This design comes from an exercise in tuning for small area and a short achievable clock period on the open sky130 flow, not from production work. RTL that was checked went through simulation tests only; none was proved equivalent to the original. For runs 1 and 2, only the layout was checked, not whether the RTL still works.

## design/flow/config.mk

```make
export PLATFORM = sky130hd
export DESIGN_NAME = eqController
export DESIGN_NICKNAME = eqController
export VERILOG_FILES = /design/flow/design.v
export SDC_FILE = /design/flow/constraint.sdc
export NUM_CORES = 4
export LEC_CHECK = 0
export ABC_AREA = 1
export CAP_MARGIN = 20
export CORE_MARGIN = 2
export CORE_UTILIZATION = 40
export PLACE_DENSITY = 0.6
export SLEW_MARGIN = 20
```

## design/flow/constraint.sdc

```tcl
create_clock -name core_clock -period 7.0 [get_ports {S_AXI_ACLK}]
set_input_delay 1.4000 -clock core_clock [delete_from_list [all_inputs] [get_ports {S_AXI_ACLK}]]
set_output_delay 1.4000 -clock core_clock [all_outputs]
set_load 0.01 [all_outputs]
```

## design/flow/run.sh

```bash
#!/bin/bash
# synth_recipe.tcl (not shown) runs the flow's synth.tcl, then flattens the netlist and writes it again
# the make line also repeats each setting of config.mk as NAME=value (left out here)
make -C /OpenROAD-flow-scripts/flow DESIGN_CONFIG=/design/flow/config.mk WORK_HOME=/design/flow/orfs CLKGATE_MAP_FILE= SYNTH_SCRIPT=/design/flow/synth_recipe.tcl finish
```

## design/flow/design.v

```verilog
module eqController #(
    parameter int ADDR_WIDTH     = 6,
    parameter int GAIN_FRAC_BITS = 14
) (
    input  logic                  S_AXI_ACLK,
    input  logic                  S_AXI_ARESETN,
    input  logic                  wr,
    input  logic [ADDR_WIDTH-1:0] wrAddr,
    input  logic [31:0]           wrData,
    output logic                  adcReq,
    output logic [15:0]           adcCmd,
    input  logic                  adcAck,
    input  logic [15:0]           adcData,
    output logic                  dacReq,
    output logic [31:0]           dacWord,
    input  logic                  dacAck
);
    logic               enable;
    logic signed [15:0] gain0, gain1;
    always_ff @(posedge S_AXI_ACLK) begin
        if (!S_AXI_ARESETN) begin
            enable <= 1'b0;
            gain0  <= 16'h4000;
            gain1  <= 16'h4000;
        end else if (wr) begin
            case (wrAddr)
                ADDR_WIDTH'(4): enable <= wrData[0];
                ADDR_WIDTH'(6): gain0  <= wrData[15:0];
                ADDR_WIDTH'(7): gain1  <= wrData[15:0];
                default: ;
            endcase
        end
    end
    localparam logic [3:0] S_IDLE = 4'd0;
    localparam logic [3:0] S_AREQ = 4'd1;
    localparam logic [3:0] S_AREL = 4'd2;
    localparam logic [3:0] S_C0   = 4'd3;
    localparam logic [3:0] S_C1   = 4'd4;
    localparam logic [3:0] S_C2   = 4'd5;
    localparam logic [3:0] S_C3   = 4'd6;
    localparam logic [3:0] S_DREQ = 4'd7;
    localparam logic [3:0] S_DREL = 4'd8;
    localparam logic [3:0] S_N1   = 4'd9;
    localparam logic [3:0] S_NX   = 4'd10;
    logic [3:0] state;
    logic       chan;
    always_ff @(posedge S_AXI_ACLK) begin
        if (!S_AXI_ARESETN) begin
            state <= S_IDLE;
            chan  <= 1'b0;
        end else begin
            case (state)
                S_IDLE: if (enable) state <= S_AREQ;
                S_AREQ: if (adcAck) state <= S_AREL;
                S_AREL: if (!adcAck) state <= S_C0;
                S_C0:   state <= S_C1;
                S_C1:   state <= S_C2;
                S_C2:   state <= S_C3;
                S_C3:   state <= S_DREQ;
                S_DREQ: if (dacAck) state <= S_DREL;
                S_DREL: if (!dacAck) state <= S_N1;
                S_N1: begin
                    state <= S_NX;
                    chan  <= !chan;
                end
                S_NX:   state <= enable ? S_AREQ : S_IDLE;
                default: state <= S_IDLE;
            endcase
        end
    end
    assign adcReq = (state == S_AREQ);
    assign dacReq = (state == S_DREQ);
    logic signed [15:0] s;
    always_ff @(posedge S_AXI_ACLK) s <= {~adcData[15], adcData[14:0]};
    logic        hit;
    logic [15:0] gNext;
    assign hit   = wr && (wrAddr == ADDR_WIDTH'({5'd3, chan}));
    assign gNext = hit ? wrData[15:0] : (chan ? gain1 : gain0);
    logic [10:0] gHi;
    always_ff @(posedge S_AXI_ACLK) begin
        if (state == S_C0) gHi <= gNext[15:5];
    end
    logic [6:0] win;
    always_comb begin
        case (state)
            S_C0:    win = {gNext[5:0], 1'b0};
            S_C1:    win = gHi[6:0];
            default: win = {gHi[10], gHi[10], gHi[10:6]};
        endcase
    end
    logic [2:0] dNeg, dOne, dTwo;
    always_ff @(posedge S_AXI_ACLK) begin
        for (int k = 0; k < 3; k++) begin
            dNeg[k] <= win[2*k+2];
            dOne[k] <= win[2*k+1] ^ win[2*k];
            dTwo[k] <= (win[2*k+2] & ~win[2*k+1] & ~win[2*k]) | (~win[2*k+2] & win[2*k+1] & win[2*k]);
        end
    end
    logic [16:0] sx;
    assign sx = {s[15], s};
    logic [16:0] p0, p1, p2;
    assign p0 = (({17{dOne[0]}} & sx) | ({17{dTwo[0]}} & {sx[15:0], 1'b0})) ^ {17{dNeg[0]}};
    assign p1 = (({17{dOne[1]}} & sx) | ({17{dTwo[1]}} & {sx[15:0], 1'b0})) ^ {17{dNeg[1]}};
    assign p2 = (({17{dOne[2]}} & sx) | ({17{dTwo[2]}} & {sx[15:0], 1'b0})) ^ {17{dNeg[2]}};
    logic [19:0] acc;
    logic [15:0] accIn, A;
    logic        first;
    assign first = (state == S_C1);
    assign accIn = acc[19:4] & {16{~first}};
    assign A     = {accIn[15:4] + 12'(dNeg[2]), accIn[3:0]};
    wire fs0 = dNeg[0] ^ A[0];
    wire fc0 = dNeg[0] & A[0];
    wire fs1 = A[1] ^ fc0;
    wire fc1 = A[1] & fc0;
    wire fs2 = dNeg[1] ^ A[2] ^ fc1;
    wire fc2 = (dNeg[1] & A[2]) | (dNeg[1] & fc1) | (A[2] & fc1);
    wire fs3 = p0[2] ^ p1[0];
    wire fc3 = p0[2] & p1[0];
    wire fs4 = A[3] ^ p0[3] ^ p1[1];
    wire fc4 = (A[3] & p0[3]) | (A[3] & p1[1]) | (p0[3] & p1[1]);
    wire fs5 = fc3 ^ fc2;
    wire fc5 = fc3 & fc2;
    wire fs6 = A[4] ^ p0[4] ^ p1[2];
    wire fc6 = (A[4] & p0[4]) | (A[4] & p1[2]) | (p0[4] & p1[2]);
    wire fs7 = p2[0] ^ fc4 ^ fs6;
    wire fc7 = (p2[0] & fc4) | (p2[0] & fs6) | (fc4 & fs6);
    wire fs8 = A[5] ^ p0[5] ^ p1[3];
    wire fc8 = (A[5] & p0[5]) | (A[5] & p1[3]) | (p0[5] & p1[3]);
    wire fs9 = p2[1] ^ fc6 ^ fs8;
    wire fc9 = (p2[1] & fc6) | (p2[1] & fs8) | (fc6 & fs8);
    wire fs10 = A[6] ^ p0[6] ^ p1[4];
    wire fc10 = (A[6] & p0[6]) | (A[6] & p1[4]) | (p0[6] & p1[4]);
    wire fs11 = p2[2] ^ fc8 ^ fs10;
    wire fc11 = (p2[2] & fc8) | (p2[2] & fs10) | (fc8 & fs10);
    wire fs12 = A[7] ^ p0[7] ^ p1[5];
    wire fc12 = (A[7] & p0[7]) | (A[7] & p1[5]) | (p0[7] & p1[5]);
    wire fs13 = p2[3] ^ fc10 ^ fs12;
    wire fc13 = (p2[3] & fc10) | (p2[3] & fs12) | (fc10 & fs12);
    wire fs14 = A[8] ^ p0[8] ^ p1[6];
    wire fc14 = (A[8] & p0[8]) | (A[8] & p1[6]) | (p0[8] & p1[6]);
    wire fs15 = p2[4] ^ fc12 ^ fs14;
    wire fc15 = (p2[4] & fc12) | (p2[4] & fs14) | (fc12 & fs14);
    wire fs16 = A[9] ^ p0[9] ^ p1[7];
    wire fc16 = (A[9] & p0[9]) | (A[9] & p1[7]) | (p0[9] & p1[7]);
    wire fs17 = p2[5] ^ fc14 ^ fs16;
    wire fc17 = (p2[5] & fc14) | (p2[5] & fs16) | (fc14 & fs16);
    wire fs18 = A[10] ^ p0[10] ^ p1[8];
    wire fc18 = (A[10] & p0[10]) | (A[10] & p1[8]) | (p0[10] & p1[8]);
    wire fs19 = p2[6] ^ fc16 ^ fs18;
    wire fc19 = (p2[6] & fc16) | (p2[6] & fs18) | (fc16 & fs18);
    wire fs20 = A[11] ^ p0[11] ^ p1[9];
    wire fc20 = (A[11] & p0[11]) | (A[11] & p1[9]) | (p0[11] & p1[9]);
    wire fs21 = p2[7] ^ fc18 ^ fs20;
    wire fc21 = (p2[7] & fc18) | (p2[7] & fs20) | (fc18 & fs20);
    wire fs22 = A[12] ^ p0[12] ^ p1[10];
    wire fc22 = (A[12] & p0[12]) | (A[12] & p1[10]) | (p0[12] & p1[10]);
    wire fs23 = p2[8] ^ fc20 ^ fs22;
    wire fc23 = (p2[8] & fc20) | (p2[8] & fs22) | (fc20 & fs22);
    wire fs24 = A[13] ^ p0[13] ^ p1[11];
    wire fc24 = (A[13] & p0[13]) | (A[13] & p1[11]) | (p0[13] & p1[11]);
    wire fs25 = p2[9] ^ fc22 ^ fs24;
    wire fc25 = (p2[9] & fc22) | (p2[9] & fs24) | (fc22 & fs24);
    wire fs26 = A[14] ^ p0[14] ^ p1[12];
    wire fc26 = (A[14] & p0[14]) | (A[14] & p1[12]) | (p0[14] & p1[12]);
    wire fs27 = p2[10] ^ fc24 ^ fs26;
    wire fc27 = (p2[10] & fc24) | (p2[10] & fs26) | (fc24 & fs26);
    wire fs28 = A[15] ^ p0[15] ^ p1[13];
    wire fc28 = (A[15] & p0[15]) | (A[15] & p1[13]) | (p0[15] & p1[13]);
    wire fs29 = p2[11] ^ fc26 ^ fs28;
    wire fc29 = (p2[11] & fc26) | (p2[11] & fs28) | (fc26 & fs28);
    wire fs30 = ~A[15] ^ p1[14] ^ p2[12];
    wire fc30 = (~A[15] & p1[14]) | (~A[15] & p2[12]) | (p1[14] & p2[12]);
    wire fs31 = ~p0[16] ^ fc28 ^ fs30;
    wire fc31 = (~p0[16] & fc28) | (~p0[16] & fs30) | (fc28 & fs30);
    wire fs32 = p2[13] ^ ~p1[15] ^ fc30;
    wire fc32 = (p2[13] & ~p1[15]) | (p2[13] & fc30) | (~p1[15] & fc30);
    wire fs33 = p1[15] ^ p2[14] ^ ~p1[16];
    wire fc33 = (p1[15] & p2[14]) | (p1[15] & ~p1[16]) | (p2[14] & ~p1[16]);
    wire [21:0] csaX = {1'b1, p2[15], ~p2[15], fs33, fc31, fc29, fc27, fc25, fc23, fc21, fc19, fc17, fc15, fc13, fc11, fc9, fc7, fc5, fs4, fs3, fs1, fs0};
    wire [21:0] csaY = {1'b0, ~p2[16], fc33, fc32, fs32, fs31, fs29, fs27, fs25, fs23, fs21, fs19, fs17, fs15, fs13, fs11, fs9, fs7, fs5, fs2, p0[1], p0[0]};
    logic [21:0] sum;
    assign sum = csaX + csaY;
    always_ff @(posedge S_AXI_ACLK) begin
        if (state == S_C1 || state == S_C2 || state == S_C3) acc <= sum[21:2];
    end
    logic        ovf;
    logic [15:0] code;
    assign ovf  = (acc[17] != acc[16]) || (acc[17] != acc[15]);
    assign code = ovf ? {16{~acc[17]}} : {~acc[15], acc[14:0]};
    assign adcCmd  = {1'b1, chan, 14'd0};
    assign dacWord = {15'h0018, chan, code};
endmodule
```

==> impl_metrics.sql, run 1 <==
INSERT INTO impl_metrics (metric_group, metric, value, unit) VALUES
('die', 'rows', '49', ''),
('hold_path', 'min-delay-start', 'gain0[4]', ''),
('sta', 'timing_worst_slew_pin_value', '1080', 'ps'),
('global_routing', 'gr-max-usage-layer', 'met2', ''),
('synth', 'netlist_area', '7270', 'sq um'),
('worst_setup_path', 'timing.rr.start', 'state[0]', ''),
('synth', 'ys_seq_elements', '94', ''),
('global_routing', 'grt_overflow_total', '0', ''),
('sta', 'highest_clock_rate', '201', 'MHz'),
('cells_and_area', 'layout.cells.most_common', 'sky130_fd_sc_hd__nand2_1', ''),
('cells_and_area', 'count_of_fill_cells_added_during_filler_insertion', '1838', ''),
('die', 'chipWidth', '139', 'um'),
('sta', 'finalSetupViolations', '0', ''),
('route', 'drt_pass1_iterations', '5', ''),
('route', 'via_count', '6221', ''),
('worst_setup_path', 'crit_path_max_fo', '13', ''),
('clock_network', 'ctsLongestPathBuffers', '2', ''),
('sta', 'skew', '8.33', 'ps'),
('clock_network', 'post_cts.repair.setup_buffers', '0', ''),
('clock_network', 'worst_skew_pair.late_latency', '350', 'ps'),
('route', 'post-route-drc-count', '0', ''),
('die', 'die-area', '19300', 'sq um'),
('worst_setup_path', 'timing.reg2reg.worst_path_depth', '23', ''),
('worst_setup_path', 'setup.worst_path.start', 'state[0]', ''),
('worst_setup_path', 'worst-endpoint-arrival', '5090', 'ps'),
('clock_network', 'htree_levels', '3', ''),
('job', 'max_cap_violations', '0', ''),
('clock_network', 'hold_buffer_count_at_cts', '0', ''),
('worst_setup_path', 'start_kind', 'flip-flop', ''),
('global_routing', 'globalRouteMet3Util', '3.38', '%'),
('synth', 'ys.warnings.count', '1', ''),
('global_routing', 'maximum_number_of_pins_on_one_net_before_global_route_repair', '37', ''),
('clock_network', 'tritoncts_clock_tree', 'yes', ''),
('place', 'io_buffer_count', '62', ''),
('synth', 'postSynthAreaPerCell', '7.44', 'sq um'),
('global_routing', 'use_met2', '32.4', '%'),
('route', 'initialDrtViolationCount', '388', ''),
('global_routing', 'grt_pass1_vias', '5952', ''),
('sta', 'rsz_0062_raised_after_global_routing', 'no', ''),
('sta', 'fin_setup_tns', '0', 'ps'),
('clock_network', 'cts_repair_resize_count', '0', ''),
('route', 'viasPerCell', '4.96', ''),
('route', 'drt-wirelength-per-cell', '14.2', 'um'),
('global_routing', 'number_of_antenna_violations_at_the_first_check_in_global_routing', '0', ''),
('route', 'antenna_violating_nets_post_route', '0', ''),
('synth', 'yosysSeqAreaShare', '30.2', '%'),
('global_routing', 'grt_first_pass_wirelength', '29200', 'um'),
('worst_setup_path', 'kind_of_end_point_of_the_critical_path', 'flip-flop', ''),
('cells_and_area', 'final_cells', '1254', ''),
('sta', 'maxSlewHeadroom', '28.2', '%'),
('outcome', 'outcome', 'complete, no violations', ''),
('route', 'drt-total-wl', '17800', 'um'),
('hold_path', 'holdPathStages', '2', ''),
('cells_and_area', 'top_library_cells_by_usage_in_the_layout_fill_and_taps_aside', 'sky130_fd_sc_hd__nand2_1, sky130_fd_sc_hd__inv_1, sky130_fd_sc_hd__nor2_1, sky130_fd_sc_hd__xor2_1, sky130_fd_sc_hd__o21ai_0', ''),
('die', 'num_io_pins', '109', ''),
('cells_and_area', 'area_growth', '13.4', '%'),
('global_routing', 'groute.layer.met1.usage', '23.2', '%'),
('clock_network', 'cts.reportedPaths.clkPinSlew', '70', 'ps'),
('clock_network', 'cts_inserted_buffers', '9', ''),
('synth', 'synthDominantCellAreaShare', '17.4', '%'),
('sta', 'final_min_period_over_clock_period', '71.2', '%'),
('clock_network', 'cts_root_buf', 'sky130_fd_sc_hd__clkbuf_16', ''),
('place', 'dp.cells', '1238', ''),
('synth', 'syn_inst', '977', ''),
('cells_and_area', 'layout-drive-gt1-share', '4.10', '%');
critical path: stages, from the launching register on:
cell and delay, ps:
sky130_fd_sc_hd__dfxtp_1 450, sky130_fd_sc_hd__nor2_2 120, sky130_fd_sc_hd__inv_1 80, sky130_fd_sc_hd__nor2_2 30, sky130_fd_sc_hd__buf_4 190, sky130_fd_sc_hd__nor2_1 150, sky130_fd_sc_hd__ha_1 200, sky130_fd_sc_hd__ha_1 200
sky130_fd_sc_hd__nand4_1 230, sky130_fd_sc_hd__nor3_2 290, sky130_fd_sc_hd__nand3_1 120, sky130_fd_sc_hd__xor2_1 200, sky130_fd_sc_hd__fa_1 550, sky130_fd_sc_hd__inv_1 50, sky130_fd_sc_hd__fa_1 480, sky130_fd_sc_hd__inv_1 50
sky130_fd_sc_hd__ha_1 370, sky130_fd_sc_hd__nand2_1 130, sky130_fd_sc_hd__nor2_1 160, sky130_fd_sc_hd__inv_1 70, sky130_fd_sc_hd__nor3_1 230, sky130_fd_sc_hd__nand4_1 200, sky130_fd_sc_hd__nand4_1 110, sky130_fd_sc_hd__nand2_1 50
per-stage QoR:
stage | setup slack, ps | cell area [sq um] | utilization (%) | hold slack (ps)
2_1_floorplan | 2740 | 7370 | - | 424
3_3_place_gp | 2150 | 7920 | 44.2 | 437
3_5_place_dp | 2060 | 7930 | 44.3 | 444
4_1_cts | 2040 | 8240 | 46.1 | 454
5_1_grt | 1730 | 8240 | 46.0 | 475
6_report | 2020 | 8240 | 46.0 | 451
synth_stat cells:
master	instances
sky130_fd_sc_hd__o21bai_4	2
sky130_fd_sc_hd__xnor2_1	8
sky130_fd_sc_hd__edfxtp_1	31
sky130_fd_sc_hd__buf_12	1
sky130_fd_sc_hd__buf_1	5
sky130_fd_sc_hd__nand2_4	1
sky130_fd_sc_hd__inv_2	2
sky130_fd_sc_hd__nand3_1	40
sky130_fd_sc_hd__xor2_1	68
sky130_fd_sc_hd__a21boi_0	1
sky130_fd_sc_hd__a21oi_1	43
sky130_fd_sc_hd__nor3b_1	1
sky130_fd_sc_hd__nand3b_1	4
sky130_fd_sc_hd__o21ai_2	2
sky130_fd_sc_hd__o21bai_1	3
sky130_fd_sc_hd__inv_1	147
sky130_fd_sc_hd__buf_4	34
sky130_fd_sc_hd__nor4_1	2
sky130_fd_sc_hd__clkinv_1	1
sky130_fd_sc_hd__o21ai_0	66
sky130_fd_sc_hd__nor3_1	10
sky130_fd_sc_hd__buf_6	1
sky130_fd_sc_hd__dfxtp_1	63
sky130_fd_sc_hd__nor2_4	3
sky130_fd_sc_hd__o22ai_1	45
sky130_fd_sc_hd__nand4_1	7
sky130_fd_sc_hd__or2_2	1
sky130_fd_sc_hd__nor3_2	1
sky130_fd_sc_hd__clkbuf_1	18
sky130_fd_sc_hd__a21o_1	3
sky130_fd_sc_hd__nand2_1	175
sky130_fd_sc_hd__o211ai_1	1
sky130_fd_sc_hd__fa_1	28
sky130_fd_sc_hd__conb_1	2
sky130_fd_sc_hd__nand2_2	1
sky130_fd_sc_hd__o21a_1	1
sky130_fd_sc_hd__buf_2	4
sky130_fd_sc_hd__a211oi_1	1
sky130_fd_sc_hd__a31oi_1	12
sky130_fd_sc_hd__nor2_2	4
sky130_fd_sc_hd__nand3_2	3
sky130_fd_sc_hd__nor2_1	104
sky130_fd_sc_hd__ha_1	27
metal layers:
metal | share of wire [%] | vias up
li1 | - | 3174
met1 | 43 | 2821
met2 | 49 | 187
met3 | 5.0 | 39
met4 | 2.9 | 0
met5 | 0 | -
logic make-up after synthesis:
| logic type | synth area share, % |
|---|---|
| other cells | 0.103 |
| simple gates | 20.8 |
| buf+inv | 13.2 |
| xor+xnor | 9.16 |
| fa+ha+maj | 12.4 |
| flops | 30.2 |
| compound gates | 14.2 |
area by class of cell:
cell class | instances | area [sq um] | share of cell area, %
multi-input combinational | 698 | 4230 | 51.3
sequential | 94 | 2190 | 26.6
timing repair buffer | 67 | 661 | 8.02
inverter | 150 | 563 | 6.83
tap | 229 | 287 | 3.48
clock buffer | 12 | 279 | 3.39
clock inverter | 4 | 32.5 | 0.395
flip-flops by register name, indices dropped and copies added, names as in the netlist:
signal / cells
acc: 20
chan: 1
dNeg: 3
dOne: 3
dTwo: 3
enable: 1
gHi: 11
gain0: 16
gain1: 16
s: 16
state: 4
worst paths after layout:
path	to	slack, ps
worst min register to register	gain0[4]	450
worst max register to register	acc[17]	2020
worst max-delay path	acc[17]	2020
worst min-delay path	gain0[4]	450
==> run 2, diff against run 1 <==
--- a/design/flow/config.mk
+++ b/design/flow/config.mk
@@ -11,3 +11,4 @@
 export CORE_UTILIZATION = 40
 export PLACE_DENSITY = 0.6
+export SETUP_SLACK_MARGIN = 4
 export SLEW_MARGIN = 20
==> run 2 against run 1 <==
Against the previous run: still clean; via count is 11% higher; non-clock buffer count rose by 86; area after synthesis is the same; cell area increased by 20%; core utilization is 9.3 points higher; count of clock-buffer cells in the layout decreased by 3; largest cell class unchanged.
==> impl_metrics.sql, run 2 <==
INSERT INTO impl_metrics (metric_group, metric, value, unit) VALUES
('global_routing', 'maximum_number_of_pins_on_one_net_before_global_route_repair', '37', ''),
('clock_network', 'htree_levels', '3', ''),
('clock_network', 'cts_inserted_buffers', '9', ''),
('sta', 'timing_worst_slew_pin_value', '643', 'ps'),
('hold_path', 'hold_path.class', 'flip-flop to flip-flop', ''),
('die', 'rows', '49', ''),
('worst_setup_path', 'criticalPathCategory', 'flip-flop to flip-flop', ''),
('cells_and_area', 'layout-drive-gt1-share', '28.0', '%'),
('cells_and_area', 'count_of_fill_cells_added_during_filler_insertion', '1668', ''),
('route', 'drt-total-wl', '21400', 'um'),
('global_routing', 'number_of_antenna_violations_at_the_first_check_in_global_routing', '0', ''),
('worst_setup_path', 'worst-endpoint-required', '7120', 'ps'),
('place', 'io_buffer_count', '62', ''),
('clock_network', 'worst_skew_pair.late_latency', '360', 'ps'),
('worst_setup_path', 'crit_path_max_fo', '4', ''),
('synth', 'synth_commonest_cells', 'sky130_fd_sc_hd__nand2_1, sky130_fd_sc_hd__inv_1, sky130_fd_sc_hd__nor2_1', ''),
('sta', 'highest_clock_rate', '235', 'MHz'),
('synth', 'post-synth-top-area-cell', 'sky130_fd_sc_hd__dfxtp_1', ''),
('clock_network', 'ctsLongestPathBuffers', '2', ''),
('worst_setup_path', 'kind_of_end_point_of_the_critical_path', 'flip-flop', ''),
('global_routing', 'grt_pass1_vias', '6680', ''),
('place', 'detailedPlacementHpwl', '13800', 'um'),
('route', 'drt-wirelength-per-cell', '15.9', 'um'),
('cells_and_area', 'layout.cells.most_common', 'sky130_fd_sc_hd__nand2_1', ''),
('route', 'post-route-drc-count', '0', ''),
('global_routing', 'gr-usage-all-layers', '21.7', '%'),
('route', 'antenna_violating_nets_post_route', '0', ''),
('route', 'initialDrtViolationCount', '487', ''),
('cells_and_area', 'largest_register', 'acc', ''),
('synth', 'synthDominantCellAreaShare', '17.4', '%'),
('cells_and_area', 'final_core_utilization', '55.3', '%'),
('sta', 'maxSlewHeadroom', '57.1', '%'),
('die', 'die-area', '19300', 'sq um'),
('synth', 'syn_inst', '977', ''),
('clock_network', 'cts_sinks', '94', ''),
('sta', 'final_max_slew_viol_count', '0', ''),
('sta', 'hold-worst-slack', '451', 'ps'),
('sta', 'rsz_0062_raised_after_global_routing', 'yes', ''),
('die', 'coreArea', '17900', 'sq um'),
('synth', 'yosysSeqAreaShare', '30.2', '%'),
('worst_setup_path', 'worst-endpoint-arrival', '4370', 'ps'),
('sta', 'fin_setup_tns', '0', 'ps'),
('place', 'gp_routability_congestion', '0.904', ''),
('die', 'initial_core_utilization', '40.6', '%'),
('cells_and_area', 'number_of_flip_flops_under_the_largest_register_name', '20', ''),
('synth', 'post_synth_main_area_contributors', 'sky130_fd_sc_hd__dfxtp_1, sky130_fd_sc_hd__edfxtp_1, sky130_fd_sc_hd__nand2_1, sky130_fd_sc_hd__xor2_1, sky130_fd_sc_hd__fa_1', ''),
('route', 'via_count', '6901', ''),
('route', 'drt_pass1_iterations', '5', ''),
('synth', 'yosys.cell_types.count', '43', ''),
('cells_and_area', 'antenna_cells', '0', ''),
('cells_and_area', 'top_library_cells_by_usage_in_the_layout_fill_and_taps_aside', 'sky130_fd_sc_hd__nand2_1, sky130_fd_sc_hd__inv_1, sky130_fd_sc_hd__nor2_1, sky130_fd_sc_hd__buf_4, sky130_fd_sc_hd__xor2_1', ''),
('job', 'max_cap_violations', '0', ''),
('cells_and_area', 'area_growth', '36.2', '%'),
('cells_and_area', 'final_net_count', '1224', ''),
('clock_network', 'hold_buffer_count_at_cts', '0', ''),
('sta', 'fin_crit', '4250', 'ps'),
('synth', 'synth_ff_type', 'sky130_fd_sc_hd__dfxtp_1', ''),
('route', 'viasPerCell', '5.13', ''),
('clock_network', 'cts_root_buf', 'sky130_fd_sc_hd__clkbuf_16', ''),
('outcome', 'outcome', 'complete, no violations', ''),
('die', 'chipWidth', '139', 'um'),
('synth', 'ys.warnings.count', '1', ''),
('clock_network', 'tritoncts_clock_tree', 'yes', ''),
('sta', 'skew', '9.46', 'ps'),
('die', 'die_h', '139', 'um'),
('synth', 'netlist_area', '7270', 'sq um'),
('synth', 'postSynthAreaPerCell', '7.44', 'sq um'),
('synth', 'synth.most_common_cell', 'sky130_fd_sc_hd__nand2_1', ''),
('synth', 'number_of_enable_flip_flop_cells_after_synthesis', '31', ''),
('clock_network', 'cts.reportedPaths.clkPinSlew', '80', 'ps'),
('worst_setup_path', 'start_kind', 'flip-flop', ''),
('sta', 'fin_hold_viols', '0', ''),
('sta', 'final_min_period_over_clock_period', '60.7', '%'),
('synth', 'ys_seq_elements', '94', ''),
('sta', 'finalSetupViolations', '0', ''),
('global_routing', 'grt_overflow_total', '0', ''),
('die', 'num_io_pins', '109', ''),
('global_routing', 'grt_first_pass_wirelength', '33400', 'um'),
('synth', 'asyncSetResetFlopFracSynth', '0', '%');
[run 2: cell counts after synthesis]
Identical to the previous run, type by type.
[run 2: cell families (layout without fill, tap and decap cells)]
kind of cell	Yosys count	in the layout	synth area share, %
other	2	30	0.103
flip-flops	94	94	30.2
AND/OR/NAND/NOR	357	358	20.8
buffers and inverters	213	322	13.2
adder cells (fa/ha/maj)	55	55	12.4
AO/OA/AOI/OAI	180	180	14.2
XOR/XNOR	76	76	9.16
[run 2: worst paths after layout]
kind	startpoint	to	slack [ps]	cells past startpoint
setup / recovery	state[0]	acc[17]	2750	23
hold / removal	gain0[3]	gain0[3]	450	2
setup reg to reg	state[0]	acc[17]	2750	23
hold reg to reg	gain0[3]	gain0[3]	450	2
[run 2: per-stage QoR]
stage	cells	instance area, sq um	setup slack (ps)
3_5_place_dp	1238	8060	2470
2_1_floorplan	1005	7510	3160
6_report	1344	9900	2750
3_3_place_gp	1238	8060	2490
5_1_grt	1344	9900	2600
4_1_cts	1325	9510	2880
[run 2: repair_timing]
action,in CTS,in global routing
gates cloned,4,0
gates resized for setup,225,81
buffers inserted,67,19
endpoints found under the setup margin,55,40
pin swaps,86,52
[run 2: area by class of cell]
type                            count  area (sq um)  area share [%]
Clock buffer                        9           225            2.28
Multi-Input combinational cell    699          5110            51.6
Timing Repair Buffer              153          1360            13.7
Sequential cell                    94          2220            22.4
Clock inverter                      7          86.3           0.872
Timing Repair inverter              3          17.5           0.177
Tap cell                          229           287            2.89
Inverter                          150           596            6.02
[run 2: critical path: stages, from the launching register on]
cell,delay [ps]
sky130_fd_sc_hd__dfxtp_4,360
sky130_fd_sc_hd__nor2_4,40
sky130_fd_sc_hd__inv_2,50
sky130_fd_sc_hd__nor2_4,30
sky130_fd_sc_hd__buf_6,120
sky130_fd_sc_hd__nor2_4,130
sky130_fd_sc_hd__ha_4,150
sky130_fd_sc_hd__ha_4,120
sky130_fd_sc_hd__nand4_1,160
sky130_fd_sc_hd__nor3_2,280
sky130_fd_sc_hd__nand3_1,150
sky130_fd_sc_hd__xor2_2,220
sky130_fd_sc_hd__fa_1,500
sky130_fd_sc_hd__inv_2,40
sky130_fd_sc_hd__fa_1,480
sky130_fd_sc_hd__inv_2,50
sky130_fd_sc_hd__ha_4,310
sky130_fd_sc_hd__nand2_4,70
sky130_fd_sc_hd__nor2_4,130
sky130_fd_sc_hd__inv_2,60
sky130_fd_sc_hd__nor3_4,150
sky130_fd_sc_hd__nand4_1,190
sky130_fd_sc_hd__nand4_1,130
sky130_fd_sc_hd__nand2_1,60
[run 2: layer usage]
metal / up-vias / global-route usage [%] / share of wire [%]
met3: 54 / 3.59 / 5.3
met1: 3263 / 25.8 / 39
met5: - / 0 / 0
met4: 0 / 9.52 / 3.6
met2: 235 / 38.7 / 52
li1: 3349 / - / -
==> run 3, diff against run 2 <==
--- a/design/flow/design.v
+++ b/design/flow/design.v
@@ -16,6 +16,6 @@
     input  logic                  dacAck
 );
-    logic               enable;
-    logic signed [15:0] gain0, gain1;
+    logic        enable;
+    logic [15:0] gain0, gain1;
     always_ff @(posedge S_AXI_ACLK) begin
         if (!S_AXI_ARESETN) begin
@@ -71,6 +71,8 @@
     assign adcReq = (state == S_AREQ);
     assign dacReq = (state == S_DREQ);
-    logic signed [15:0] s;
+    logic [15:0] s;
+    logic [16:0] sx;
     always_ff @(posedge S_AXI_ACLK) s <= {~adcData[15], adcData[14:0]};
+    assign sx = {s[15], s};
     logic        hit;
     logic [15:0] gNext;
@@ -92,11 +94,11 @@
     always_ff @(posedge S_AXI_ACLK) begin
         for (int k = 0; k < 3; k++) begin
-            dNeg[k] <= win[2*k+2];
-            dOne[k] <= win[2*k+1] ^ win[2*k];
-            dTwo[k] <= (win[2*k+2] & ~win[2*k+1] & ~win[2*k]) | (~win[2*k+2] & win[2*k+1] & win[2*k]);
+            logic [2:0] w;
+            w = win[2*k +: 3];
+            dNeg[k] <= w[2] & ~(w[1] & w[0]);
+            dOne[k] <= w[1] ^ w[0];
+            dTwo[k] <= (w[2] & ~w[1] & ~w[0]) | (~w[2] & w[1] & w[0]);
         end
     end
-    logic [16:0] sx;
-    assign sx = {s[15], s};
     logic [16:0] p0, p1, p2;
     assign p0 = (({17{dOne[0]}} & sx) | ({17{dTwo[0]}} & {sx[15:0], 1'b0})) ^ {17{dNeg[0]}};
@@ -104,9 +106,14 @@
     assign p2 = (({17{dOne[2]}} & sx) | ({17{dTwo[2]}} & {sx[15:0], 1'b0})) ^ {17{dNeg[2]}};
     logic [19:0] acc;
-    logic [15:0] accIn, A;
     logic        first;
+    logic [15:0] A;
+    logic        Ahi;
     assign first = (state == S_C1);
-    assign accIn = acc[19:4] & {16{~first}};
-    assign A     = {accIn[15:4] + 12'(dNeg[2]), accIn[3:0]};
+    always_comb begin
+        A      = acc[19:4] & {16{~first}};
+        A[4]   = first ? dNeg[2] : acc[8];
+        A[10]  = first ? (gHi[6] & ~(gHi[5] & gHi[4])) : acc[14];
+        Ahi    = ~A[15];
+    end
     wire fs0 = dNeg[0] ^ A[0];
     wire fc0 = dNeg[0] & A[0];
@@ -169,6 +176,6 @@
     wire fs29 = p2[11] ^ fc26 ^ fs28;
     wire fc29 = (p2[11] & fc26) | (p2[11] & fs28) | (fc26 & fs28);
-    wire fs30 = ~A[15] ^ p1[14] ^ p2[12];
-    wire fc30 = (~A[15] & p1[14]) | (~A[15] & p2[12]) | (p1[14] & p2[12]);
+    wire fs30 = Ahi ^ p1[14] ^ p2[12];
+    wire fc30 = (Ahi & p1[14]) | (Ahi & p2[12]) | (p1[14] & p2[12]);
     wire fs31 = ~p0[16] ^ fc28 ^ fs30;
     wire fc31 = (~p0[16] & fc28) | (~p0[16] & fs30) | (fc28 & fs30);
--- a/design/flow/config.mk
+++ b/design/flow/config.mk
@@ -11,4 +11,3 @@
 export CORE_UTILIZATION = 40
 export PLACE_DENSITY = 0.6
-export SETUP_SLACK_MARGIN = 4
 export SLEW_MARGIN = 20
==> run 3 against run 2 <==
Against the previous run: fmax fell by 1.9%; synthesized cell count fell by 5.7%; register-to-register slack got worse by 80 ps; first-iteration DRC count fell by 54%; critical endpoint is now acc[18].
==> impl_metrics.sql, run 3 <==
INSERT INTO impl_metrics (metric_group, metric, value, unit) VALUES
('outcome', 'outcome', 'complete, no violations', ''),
('die', 'initial_core_utilization', '40.5', '%'),
('die', 'die-area', '18500', 'sq um'),
('cells_and_area', 'layout-drive-gt1-share', '4.00', '%'),
('global_routing', 'globalRouteMet3Util', '3.54', '%'),
('die', 'die_h', '136', 'um'),
('cells_and_area', 'stdcell_area', '7940', 'sq um'),
('synth', 'synth.most_common_cell', 'sky130_fd_sc_hd__nand2_1', ''),
('sta', 'skew', '12.3', 'ps'),
('synth', 'netlist_area', '6960', 'sq um'),
('place', 'io_buffer_count', '62', ''),
('place', 'gp_routability_congestion', '0.933', ''),
('synth', 'synth_ff_type', 'sky130_fd_sc_hd__dfxtp_1', ''),
('worst_setup_path', 'timing.reg2reg.worst_path_depth', '17', ''),
('global_routing', 'grt_first_pass_wirelength', '27600', 'um'),
('worst_setup_path', 'r2r_end', 'acc[18]', ''),
('place', 'dpl-instance-area', '7650', 'sq um'),
('route', 'post-route-drc-count', '0', ''),
('cells_and_area', 'number_of_flip_flops_under_the_largest_register_name', '20', ''),
('cells_and_area', 'antenna_cells', '0', ''),
('clock_network', 'ctsLongestPathBuffers', '2', ''),
('worst_setup_path', 'timing.rr.start', 'state[1]', ''),
('sta', 'highest_clock_rate', '231', 'MHz'),
('sta', 'finalSetupViolations', '0', ''),
('sta', 'fin_hold_viols', '0', ''),
('route', 'drt-total-wl', '16900', 'um'),
('clock_network', 'cts.reportedPaths.clkPinSlew', '70', 'ps'),
('route', 'initialDrtViolationCount', '224', ''),
('synth', 'postSynthAreaPerCell', '7.56', 'sq um'),
('cells_and_area', 'top_library_cells_by_usage_in_the_layout_fill_and_taps_aside', 'sky130_fd_sc_hd__nand2_1, sky130_fd_sc_hd__inv_1, sky130_fd_sc_hd__nor2_1, sky130_fd_sc_hd__o21ai_0', ''),
('cells_and_area', 'final_net_count', '1085', ''),
('synth', 'yosys.cell_types.count', '38', ''),
('die', 'rows', '48', ''),
('synth', 'yosysSeqAreaShare', '31.5', '%'),
('global_routing', 'use_met2', '35.3', '%'),
('clock_network', 'post_cts.repair.setup_buffers', '0', ''),
('sta', 'fin_crit', '4330', 'ps'),
('global_routing', 'groute.layer.met1.usage', '21.7', '%'),
('die', 'chipWidth', '136', 'um'),
('hold_path', 'hold_path.class', 'flip-flop to flip-flop', ''),
('synth', 'ys_seq_elements', '94', ''),
('worst_setup_path', 'worst-endpoint-required', '7110', 'ps'),
('sta', 'timing_worst_slew_pin_value', '970', 'ps'),
('clock_network', 'hold_buffer_count_at_cts', '0', ''),
('job', 'max_cap_violations', '0', ''),
('die', 'coreArea', '17200', 'sq um'),
('worst_setup_path', 'criticalPathCategory', 'flip-flop to flip-flop', ''),
('sta', 'rsz_0062_raised_after_global_routing', 'no', ''),
('cells_and_area', 'layout.cells.most_common', 'sky130_fd_sc_hd__nand2_1', ''),
('clock_network', 'cts_root_buf', 'sky130_fd_sc_hd__clkbuf_16', ''),
('global_routing', 'gr-usage-all-layers', '19.3', '%'),
('clock_network', 'cts_inserted_buffers', '9', ''),
('clock_network', 'htree_levels', '3', ''),
('cells_and_area', 'largest_register', 'acc', ''),
('place', 'detailedPlacementHpwl', '12900', 'um'),
('global_routing', 'number_of_antenna_violations_at_the_first_check_in_global_routing', '0', ''),
('sta', 'maxSlewHeadroom', '35.4', '%'),
('worst_setup_path', 'worst-endpoint-arrival', '4440', 'ps'),
('route', 'drt-wirelength-per-cell', '14.1', 'um'),
('synth', 'post-synth-top-area-cell', 'sky130_fd_sc_hd__dfxtp_1', ''),
('hold_path', 'hold_path_end', 'gain0[1]', ''),
('hold_path', 'min-delay-start', 'gain0[1]', ''),
('synth', 'ys.warnings.count', '1', ''),
('clock_network', 'cts_sinks', '94', ''),
('worst_setup_path', 'kind_of_end_point_of_the_critical_path', 'flip-flop', ''),
('sta', 'final_max_slew_viol_count', '0', ''),
('global_routing', 'grt_overflow_total', '0', ''),
('route', 'drt_pass1_iterations', '5', ''),
('die', 'num_io_pins', '109', ''),
('global_routing', 'grt_pass1_vias', '5699', ''),
('clock_network', 'cts_repair_resize_count', '0', ''),
('synth', 'synthDominantCellAreaShare', '18.1', '%'),
('sta', 'fin_setup_tns', '0', 'ps'),
('route', 'via_count', '5837', ''),
('synth', 'synth_commonest_cells', 'sky130_fd_sc_hd__nand2_1, sky130_fd_sc_hd__inv_1, sky130_fd_sc_hd__nor2_1', ''),
('synth', 'number_of_enable_flip_flop_cells_after_synthesis', '31', ''),
('synth', 'syn_inst', '921', ''),
('global_routing', 'maximum_number_of_pins_on_one_net_before_global_route_repair', '37', ''),
('route', 'antenna_violating_nets_post_route', '0', ''),
('synth', 'post_synth_main_area_contributors', 'sky130_fd_sc_hd__dfxtp_1, sky130_fd_sc_hd__edfxtp_1, sky130_fd_sc_hd__fa_1, sky130_fd_sc_hd__nand2_1, sky130_fd_sc_hd__inv_1', ''),
('clock_network', 'worst_skew_pair.late_latency', '360', 'ps'),
('clock_network', 'tritoncts_clock_tree', 'yes', ''),
('worst_setup_path', 'start_kind', 'flip-flop', ''),
('synth', 'asyncSetResetFlopFracSynth', '0', '%'),
('worst_setup_path', 'ff2ff_setup_slack', '2670', 'ps'),
('worst_setup_path', 'crit_path_max_fo', '17', ''),
('hold_path', 'holdPathStages', '2', ''),
('cells_and_area', 'area_growth', '14.0', '%'),
('route', 'viasPerCell', '4.87', ''),
('global_routing', 'gr-max-usage-layer', 'met2', ''),
('sta', 'final_min_period_over_clock_period', '61.8', '%');
-- run 3: how the worst max path moves through the flow --
stage                   from  endpoint
global route        state[1]   acc[18]
finish              state[1]   acc[18]
CTS                 state[2]   acc[18]
detailed placement  state[1]   acc[18]
floorplan           state[2]   acc[13]
global placement    state[1]   acc[18]
-- run 3: cells by family (layout without fill, tap and decap cells) --
kind of cell    after synthesis  after routing  synth area share [%]
simple gates                312            312                  18.3
buf+inv                     212            237                  13.7
compound gates              177            177                  14.5
flops                        94             94                  31.5
xor+xnor                     65             65                  8.18
fa+ha+maj                    57             57                  13.5
other cells                   2             30                 0.108
mux                           2              2                 0.288
-- run 3: per-layer routing --
layer	up-vias	routed length, um
met2	124	8540
li1	2981	-
met5	-	0
met1	2694	7210
met3	38	535
met4	0	585
-- run 3: through the flow --
step	cells	util (%)	setup slack, ps	hold WS [ps]
global route	1199	46.2	2290	482
finish	1199	46.2	2670	454
global placement	1183	44.5	2680	438
detailed placement	1183	44.5	2700	445
CTS	1199	46.2	2680	457
floorplan	949	-	3440	424
-- run 3: layout make-up --
class                   instances  area [sq um]
clock buffers                  12           258
repair buffers                 66           646
clock inverters                 4          35.0
well taps                     225           282
inverters                     155           596
flip-flops and latches         94          2190
fillers                      1773          9240
multi-input cells             643          3930
-- run 3: worst max-delay path, cell delays in order (launching register included) --
cell	delay [ps]
sky130_fd_sc_hd__dfxtp_1	410
sky130_fd_sc_hd__nor2_1	90
sky130_fd_sc_hd__nand2_1	480
sky130_fd_sc_hd__inv_2	310
sky130_fd_sc_hd__nand2_1	170
sky130_fd_sc_hd__o21ai_0	160
sky130_fd_sc_hd__fa_1	510
sky130_fd_sc_hd__inv_1	50
sky130_fd_sc_hd__fa_1	520
sky130_fd_sc_hd__inv_1	40
sky130_fd_sc_hd__ha_1	370
sky130_fd_sc_hd__nand2_1	140
sky130_fd_sc_hd__nor2_1	150
sky130_fd_sc_hd__inv_1	70
sky130_fd_sc_hd__nor3_1	220
sky130_fd_sc_hd__nand4_1	200
sky130_fd_sc_hd__nand3_1	130
sky130_fd_sc_hd__nand2_1	50
==> run 4, diff against run 3 <==
--- a/design/flow/config.mk
+++ b/design/flow/config.mk
@@ -11,3 +11,4 @@
 export CORE_UTILIZATION = 40
 export PLACE_DENSITY = 0.6
+export SETUP_SLACK_MARGIN = 4
 export SLEW_MARGIN = 20
==> run 4 against run 3 <==
Against the previous run: still clean; register-to-register slack improved by 930 ps; via count increased by 7.8%; worst hold slack improved by 7.1 ps; die area unchanged; area after synthesis unchanged; critical path depth decreased by 1; non-clock buffer count increased by 63; final cell count increased by 5.3%.
==> impl_metrics.sql, run 4 <==
INSERT INTO impl_metrics (metric_group, metric, value, unit) VALUES
('route', 'post-route-drc-count', '0', ''),
('route', 'initialDrtViolationCount', '367', ''),
('global_routing', 'grt_first_pass_wirelength', '29700', 'um'),
('synth', 'ys_seq_elements', '94', ''),
('die', 'initial_core_utilization', '40.5', '%'),
('sta', 'timing_worst_slew_pin_value', '583', 'ps'),
('clock_network', 'tritoncts_clock_tree', 'yes', ''),
('place', 'detailedPlacementHpwl', '13400', 'um'),
('worst_setup_path', 'cp_cell_sequence', 'inv_8, o22ai_2, xor2_1, fa_1, inv_1, fa_1, inv_2, ha_4, a21o_1, o21bai_4, a21oi_2, nor2_1, nor2_1, nand2_1, nand2_1, nand2_1', ''),
('synth', 'postSynthAreaPerCell', '7.56', 'sq um'),
('synth', 'synth.most_common_cell', 'sky130_fd_sc_hd__nand2_1', ''),
('die', 'chipWidth', '136', 'um'),
('cells_and_area', 'area_growth', '34.6', '%'),
('die', 'coreArea', '17200', 'sq um'),
('sta', 'fin_setup_tns', '0', 'ps'),
('worst_setup_path', 'timing.reg2reg.worst_path_depth', '16', ''),
('cells_and_area', 'largest_register', 'acc', ''),
('sta', 'final_max_slew_viol_count', '0', ''),
('synth', 'compound_gate_fraction_of_synth_area', '14.5', '%'),
('sta', 'rsz_0062_raised_after_global_routing', 'yes', ''),
('outcome', 'outcome', 'complete, no violations', ''),
('cells_and_area', 'count_of_fill_cells_added_during_filler_insertion', '1638', '');
## run 4: cell counts after synthesis
Identical to the previous run, type by type.
## run 4: area by class of cell
type / count / area [sq um] / area share (%)
Clock buffer: 9 / 225 / 2.40
Clock inverter: 7 / 86.3 / 0.921
Inverter: 155 / 638 / 6.81
Multi-Input combinational cell: 644 / 4740 / 50.6
Sequential cell: 94 / 2220 / 23.7
Tap cell: 225 / 282 / 3.00
Timing Repair Buffer: 129 / 1170 / 12.5
## run 4: repair_timing
item                       CTS  global route
setup endpoints to repair   54            58
setup buffers               39            25
resized for setup          142           105
pin swaps                   50            42
gates cloned                 1             1
## run 4: final timing paths
kind / from / end
hold / removal: gain0[2] / gain0[2]
hold reg to reg: gain0[2] / gain0[2]
setup reg to reg: dOne[1] / acc[18]
setup / recovery: dOne[1] / acc[18]
## run 4: routing by layer
metal | part of all wire (%) | up-vias | global-route usage [%] | wire length [um]
met5 | 0 | - | 0 | 0
met4 | 3.5 | 0 | 8.85 | 665
met3 | 4.6 | 42 | 3.28 | 864
met2 | 50 | 173 | 35.8 | 9410
met1 | 42 | 2955 | 25.7 | 8050
li1 | - | 3121 | - | -
## run 4: critical path: cells and delay by family, from the launching register on
family / cells / cell delay [ps]
and+or+nand+nor: 5 / 360
AOI/OAI and AO/OA: 4 / 690
buffers and inverters: 3 / 270
DFF: 1 / 370
xor gates and xnor gates: 1 / 170
adders and majority gates: 3 / 1310
## run 4: cell families (layout without fill, tap and decap cells)
logic type,count (synthesis),after routing
AO/OA/AOI/OAI,177,177
flip-flops,94,94
adder cells (fa/ha/maj),57,57
XOR/XNOR,65,65
other,2,30
AND/OR/NAND/NOR,312,313
buffers and inverters,212,300
multiplexers,2,2
## run 4: metrics by stage
step	util [%]	setup WS, ps	hold slack [ps]
3_5_place_dp	46.3	3240	445
4_1_cts	52.0	3650	458
3_3_place_gp	46.3	3220	441
6_report	54.6	3600	461
5_1_grt	54.6	3460	490
2_1_floorplan	-	3830	424

re-timing with driven ports:
How much do the figures lean on ideal ports? The routed layouts below were timed once more, with nothing changed but the port constraints.
Step 1 (the two cells are an assumption about what drives the block):
set clk [get_ports {S_AXI_ACLK}]
set_driving_cell -lib_cell sky130_fd_sc_hd__clkbuf_16 $clk
set_driving_cell -lib_cell sky130_fd_sc_hd__buf_2 [delete_from_list [all_inputs] $clk]
Step 2 also shifts input and output timing later by t, the mid clock arrival at the registers, as if the neighbouring blocks saw the same clock.
Three values: ideal, step 1, step 2; two values: the first two.
run | t, ns | slack for setup (ns) | worst data-port slew with drivers (ns)
run 1 | 0.385 | 2.018 / 2.018 / 2.018 | 0.04
run 2 | 0.401 | 2.751 / 2.751 / 2.751 | 0.04
run 3 | 0.391 | 2.671 / 2.671 / 2.671 | 0.04
run 4 | 0.401 | 3.603 / 3.603 / 3.603 | 0.05
After both steps setup and hold are still met in every run listed.
